From an optimization exercise on the open Yosys and OpenROAD flow, aimed at small area; shortcuts taken in it are not production practice.
RTL that was checked went through simulation tests only; none was proved equivalent to the original.
Power is estimated from default activity; no workload was simulated.

Design mips_cpu, start of the top module:
module mips_cpu (
    input  logic        clk,
    input  logic        arst_n_i,
    input  logic [31:0] rom_data_i,
    output logic [31:0] rom_addr_o,
    output logic        rom_en_o,
    input  logic [31:0] ram_data_i,
    output logic        ram_en_o,
    output logic        ram_wr_en_o,
    output logic [31:0] ram_addr_o,
    output logic [31:0] ram_data_o
);
Size in the first run: roughly 3000 cells after synthesis, roughly 170 I/O pins, ~48000 sq um of cells after synthesis.
==> module regfile, before the edit <==
module regfile (
    input  logic        clk,
    input  logic [3:0]  rs_hi_n_i,
    input  logic [7:0]  rs_lo_n_i,
    input  logic [3:0]  rt_hi_n_i,
    input  logic [7:0]  rt_lo_n_i,
    input  logic        wr_en_i,
    input  logic [4:0]  wr_addr_i,
    input  logic [31:0] wr_data_i,
    input  logic        clear_i,
    input  logic        byp_rs_i,
    input  logic        byp_rt_i,
    input  logic [31:0] byp_data_i,
    output logic [31:0] rs_data_o,
    output logic [31:0] rt_data_o
);
    logic [31:0] regs [1:31];
    logic [31:1] we_qtr [4];
    logic [3:0]  wr_hi_n;
    logic [7:0]  wr_lo_n;
    logic [31:1] sel_rs [2];
    logic [31:1] sel_rt [2];
    assign wr_hi_n = ~({4{clear_i}} | ({4{wr_en_i}} & (4'b0001 << wr_addr_i[4:3])));
    assign wr_lo_n = ~({8{clear_i}} | (8'b0000_0001 << wr_addr_i[2:0]));
    for (genvar q = 0; q < 4; q++) begin : g_qtr
        rf_dec u_we (.hi_n_i (wr_hi_n), .lo_n_i (wr_lo_n), .sel_o (we_qtr[q]));
    end
    for (genvar h = 0; h < 2; h++) begin : g_half
        rf_dec u_sel_rs (.hi_n_i (rs_hi_n_i), .lo_n_i (rs_lo_n_i), .sel_o (sel_rs[h]));
        rf_dec u_sel_rt (.hi_n_i (rt_hi_n_i), .lo_n_i (rt_lo_n_i), .sel_o (sel_rt[h]));
    end
    for (genvar b = 0; b < 32; b++) begin : g_bit
        logic [10:0] grp_rs;
        logic [10:0] grp_rt;
        for (genvar k = 0; k < 10; k++) begin : g_grp
            rf_aoi3 u_rs (
                .s0_i (sel_rs[b/16][3*k+1]), .d0_i (regs[3*k+1][b]),
                .s1_i (sel_rs[b/16][3*k+2]), .d1_i (regs[3*k+2][b]),
                .s2_i (sel_rs[b/16][3*k+3]), .d2_i (regs[3*k+3][b]),
                .y_o  (grp_rs[k])
            );
            rf_aoi3 u_rt (
                .s0_i (sel_rt[b/16][3*k+1]), .d0_i (regs[3*k+1][b]),
                .s1_i (sel_rt[b/16][3*k+2]), .d1_i (regs[3*k+2][b]),
                .s2_i (sel_rt[b/16][3*k+3]), .d2_i (regs[3*k+3][b]),
                .y_o  (grp_rt[k])
            );
        end
        rf_aoi2 u_rs_byp (
            .s0_i (sel_rs[b/16][31]), .d0_i (regs[31][b]),
            .s1_i (byp_rs_i),         .d1_i (byp_data_i[b]),
            .y_o  (grp_rs[10])
        );
        rf_aoi2 u_rt_byp (
            .s0_i (sel_rt[b/16][31]), .d0_i (regs[31][b]),
            .s1_i (byp_rt_i),         .d1_i (byp_data_i[b]),
            .y_o  (grp_rt[10])
        );
        rf_nand11 u_rs_or (.g_i (grp_rs), .y_o (rs_data_o[b]));
        rf_nand11 u_rt_or (.g_i (grp_rt), .y_o (rt_data_o[b]));
    end
    always_ff @(posedge clk) begin
        for (int i = 1; i < 32; i++) begin
            for (int b = 0; b < 32; b++) begin
                if (we_qtr[b / 8][i]) regs[i][b] <= wr_data_i[b];
            end
        end
    end
endmodule
==> flow/config.mk <==
export PLATFORM = sky130hd
export DESIGN_NAME = mips_cpu
export DESIGN_NICKNAME = mips_cpu
export VERILOG_FILES = /design/flow/design.v
export SDC_FILE = /design/flow/constraint.sdc
export NUM_CORES = 4
export LEC_CHECK = 0
export CAP_MARGIN = 10
export CORE_MARGIN = 2
export CORE_UTILIZATION = 50
export CTS_BUF_LIST = sky130_fd_sc_hd__clkbuf_16
export CTS_CLUSTER_DIAMETER = 100
export CTS_CLUSTER_SIZE = 25
export GPL_TIMING_DRIVEN = 0
export PLACE_DENSITY = 0.6
export SETUP_SLACK_MARGIN = 0.2
export SLEW_MARGIN = 10
export SYNTH_HIERARCHICAL = 1
==> flow/constraint.sdc <==
create_clock -name core_clock -period 6.0 [get_ports {clk}]
set_input_delay 1.2000 -clock core_clock [delete_from_list [all_inputs] [get_ports {clk}]]
set_output_delay 1.2000 -clock core_clock [all_outputs]
set_load 0.01 [all_outputs]
standard.sh (not shown) runs the stock make flow with config.mk's settings and CLKGATE_MAP_FILE= SYNTH_SCRIPT=/design/flow/synth_recipe.tcl, a recipe that flattens the netlist after the stock synthesis.
==> flow/flow/run.sh <==
#!/bin/bash
# The standard layout (standard.sh) with three changes:
# - synthesis is the standard flow's own script (synth_recipe.tcl, unchanged) except that
#   its abc calls use flow/abc_map.script: ORFS's speed script without the
#   final buffering and up/down-sizing, which placement repairs anyway;
#   registers, their names and cells are untouched by abc
# - the input and output port buffers use the smallest buffer cell
# - an area-recovery pass after global routing (flow/grt_post.tcl)
set -o pipefail
here=$(pwd)
{
  echo 'proc abc {args} {'
  echo '  set i [lsearch -exact $args -script]'
  echo "  if {\$i >= 0} { lset args [expr {\$i + 1}] $here/flow/abc_map.script }"
  echo '  yosys abc {*}$args'
  echo '}'
  cat synth_recipe.tcl
} > flow_synth.tcl
bash standard.sh SYNTH_SCRIPT="$here/flow_synth.tcl" \
    BUFFER_PORTS_ARGS="-buffer_cell sky130_fd_sc_hd__buf_1" \
    POST_GLOBAL_ROUTE_TCL="$here/flow/grt_post.tcl" finish 2>&1 | tee standard_make.log
==> flow/flow/abc_map.script <==
&get -n
&st
&dch
&nf
&st
&syn2
&if -g -K 6
&synch2
&nf
&st
&syn2
&if -g -K 6
&synch2
&nf
&st
&syn2
&if -g -K 6
&synch2
&nf
&st
&syn2
&if -g -K 6
&synch2
&nf
&st
&syn2
&if -g -K 6
&synch2
&nf
&put
topo
stime -c
==> flow/flow/grt_post.tcl <==
# Sourced by ORFS's global_route.tcl as POST_GLOBAL_ROUTE_TCL, before it
# writes 5_1_grt.odb.  Area recovery: gates with slack to spare are
# downsized, then slew and capacitance are repaired again and the timing
# re-checked, each time re-legalising and re-routing the changed nets.  The
# route guides are written again for detailed routing.
log_cmd global_route -start_incremental
log_cmd repair_timing -recover_power 100 -setup_margin $::env(SETUP_SLACK_MARGIN) -verbose
repair_design_helper
log_cmd detailed_placement
log_cmd global_route -end_incremental

log_cmd estimate_parasitics -global_routing
log_cmd global_route -start_incremental
repair_timing_helper -setup
log_cmd detailed_placement
log_cmd global_route -end_incremental

log_cmd estimate_parasitics -global_routing
write_guides $::env(RESULTS_DIR)/route.guide
The first run completed without violations.
==> next run, changes <==
--- a/flow/design.v
+++ b/flow/design.v
@@ -20,41 +20,39 @@
     logic [31:1] we_qtr [4];
     logic [3:0]  wr_hi_n;
     logic [7:0]  wr_lo_n;
-    logic [31:1] sel_rs [2];
-    logic [31:1] sel_rt [2];
+    logic [31:1] sel_rs [4];
+    logic [31:1] sel_rt [4];
     assign wr_hi_n = ~({4{clear_i}} | ({4{wr_en_i}} & (4'b0001 << wr_addr_i[4:3])));
     assign wr_lo_n = ~({8{clear_i}} | (8'b0000_0001 << wr_addr_i[2:0]));
     for (genvar q = 0; q < 4; q++) begin : g_qtr
-        rf_dec u_we (.hi_n_i (wr_hi_n), .lo_n_i (wr_lo_n), .sel_o (we_qtr[q]));
-    end
-    for (genvar h = 0; h < 2; h++) begin : g_half
-        rf_dec u_sel_rs (.hi_n_i (rs_hi_n_i), .lo_n_i (rs_lo_n_i), .sel_o (sel_rs[h]));
-        rf_dec u_sel_rt (.hi_n_i (rt_hi_n_i), .lo_n_i (rt_lo_n_i), .sel_o (sel_rt[h]));
+        rf_dec u_we     (.hi_n_i (wr_hi_n),   .lo_n_i (wr_lo_n),   .sel_o (we_qtr[q]));
+        rf_dec u_sel_rs (.hi_n_i (rs_hi_n_i), .lo_n_i (rs_lo_n_i), .sel_o (sel_rs[q]));
+        rf_dec u_sel_rt (.hi_n_i (rt_hi_n_i), .lo_n_i (rt_lo_n_i), .sel_o (sel_rt[q]));
     end
     for (genvar b = 0; b < 32; b++) begin : g_bit
         logic [10:0] grp_rs;
         logic [10:0] grp_rt;
         for (genvar k = 0; k < 10; k++) begin : g_grp
             rf_aoi3 u_rs (
-                .s0_i (sel_rs[b/16][3*k+1]), .d0_i (regs[3*k+1][b]),
-                .s1_i (sel_rs[b/16][3*k+2]), .d1_i (regs[3*k+2][b]),
-                .s2_i (sel_rs[b/16][3*k+3]), .d2_i (regs[3*k+3][b]),
+                .s0_i (sel_rs[b/8][3*k+1]), .d0_i (regs[3*k+1][b]),
+                .s1_i (sel_rs[b/8][3*k+2]), .d1_i (regs[3*k+2][b]),
+                .s2_i (sel_rs[b/8][3*k+3]), .d2_i (regs[3*k+3][b]),
                 .y_o  (grp_rs[k])
             );
             rf_aoi3 u_rt (
-                .s0_i (sel_rt[b/16][3*k+1]), .d0_i (regs[3*k+1][b]),
-                .s1_i (sel_rt[b/16][3*k+2]), .d1_i (regs[3*k+2][b]),
-                .s2_i (sel_rt[b/16][3*k+3]), .d2_i (regs[3*k+3][b]),
+                .s0_i (sel_rt[b/8][3*k+1]), .d0_i (regs[3*k+1][b]),
+                .s1_i (sel_rt[b/8][3*k+2]), .d1_i (regs[3*k+2][b]),
+                .s2_i (sel_rt[b/8][3*k+3]), .d2_i (regs[3*k+3][b]),
                 .y_o  (grp_rt[k])
             );
         end
         rf_aoi2 u_rs_byp (
-            .s0_i (sel_rs[b/16][31]), .d0_i (regs[31][b]),
+            .s0_i (sel_rs[b/8][31]), .d0_i (regs[31][b]),
             .s1_i (byp_rs_i),         .d1_i (byp_data_i[b]),
             .y_o  (grp_rs[10])
         );
         rf_aoi2 u_rt_byp (
-            .s0_i (sel_rt[b/16][31]), .d0_i (regs[31][b]),
+            .s0_i (sel_rt[b/8][31]), .d0_i (regs[31][b]),
             .s1_i (byp_rt_i),         .d1_i (byp_data_i[b]),
             .y_o  (grp_rt[10])
         );
Effect: Area after synthesis went up by 0.97%. Wire length went up by 3.7%. Clock-buffer cell count stays the same. Via count went up by 4.1%. Worst setup slack got worse by 91 ps. Final cell count went up by 3.1%. Combinational power went up by 5.8%. Final area went up by 1.2%.
Only the layout flow was run in the second run of this note; the RTL was not checked for function there.

## static timing again, ports no longer ideal
The results above use ideal ports. As a check the final layouts listed here were re-extracted and re-timed, cells and wires unchanged.
Step 1 (the two cells are an assumption about what drives the block):
set clk [get_ports {clk}]
set_driving_cell -lib_cell sky130_fd_sc_hd__clkbuf_16 $clk
set_driving_cell -lib_cell sky130_fd_sc_hd__buf_2 [delete_from_list [all_inputs] $clk]
Step 2 times the ports against the registers' clock, not the clock port: input delays grow and output delays shrink by t, the midpoint of the rising clock arrivals with the driver on.
Slacks: no drivers / after step 1 / after step 2; pairs: no drivers / after step 1.
run	t, ns	slack for setup (ns)	worst hold slack (ns)	slew at the worst register clock pin (ns)
the first run	0.742	0.338 / 0.338 / -0.285	0.348 / 0.348 / 0.348	0.11 / 0.11
the second run	0.762	0.247 / 0.247 / -0.273	0.330 / 0.330 / 0.330	0.11 / 0.11
Met with ideal ports but missed after step 2: setup timing in the first run and the second run. The setup slack of the first run, which loses most, moves by 0.000 ns with the drivers and by -0.623 ns with both steps.
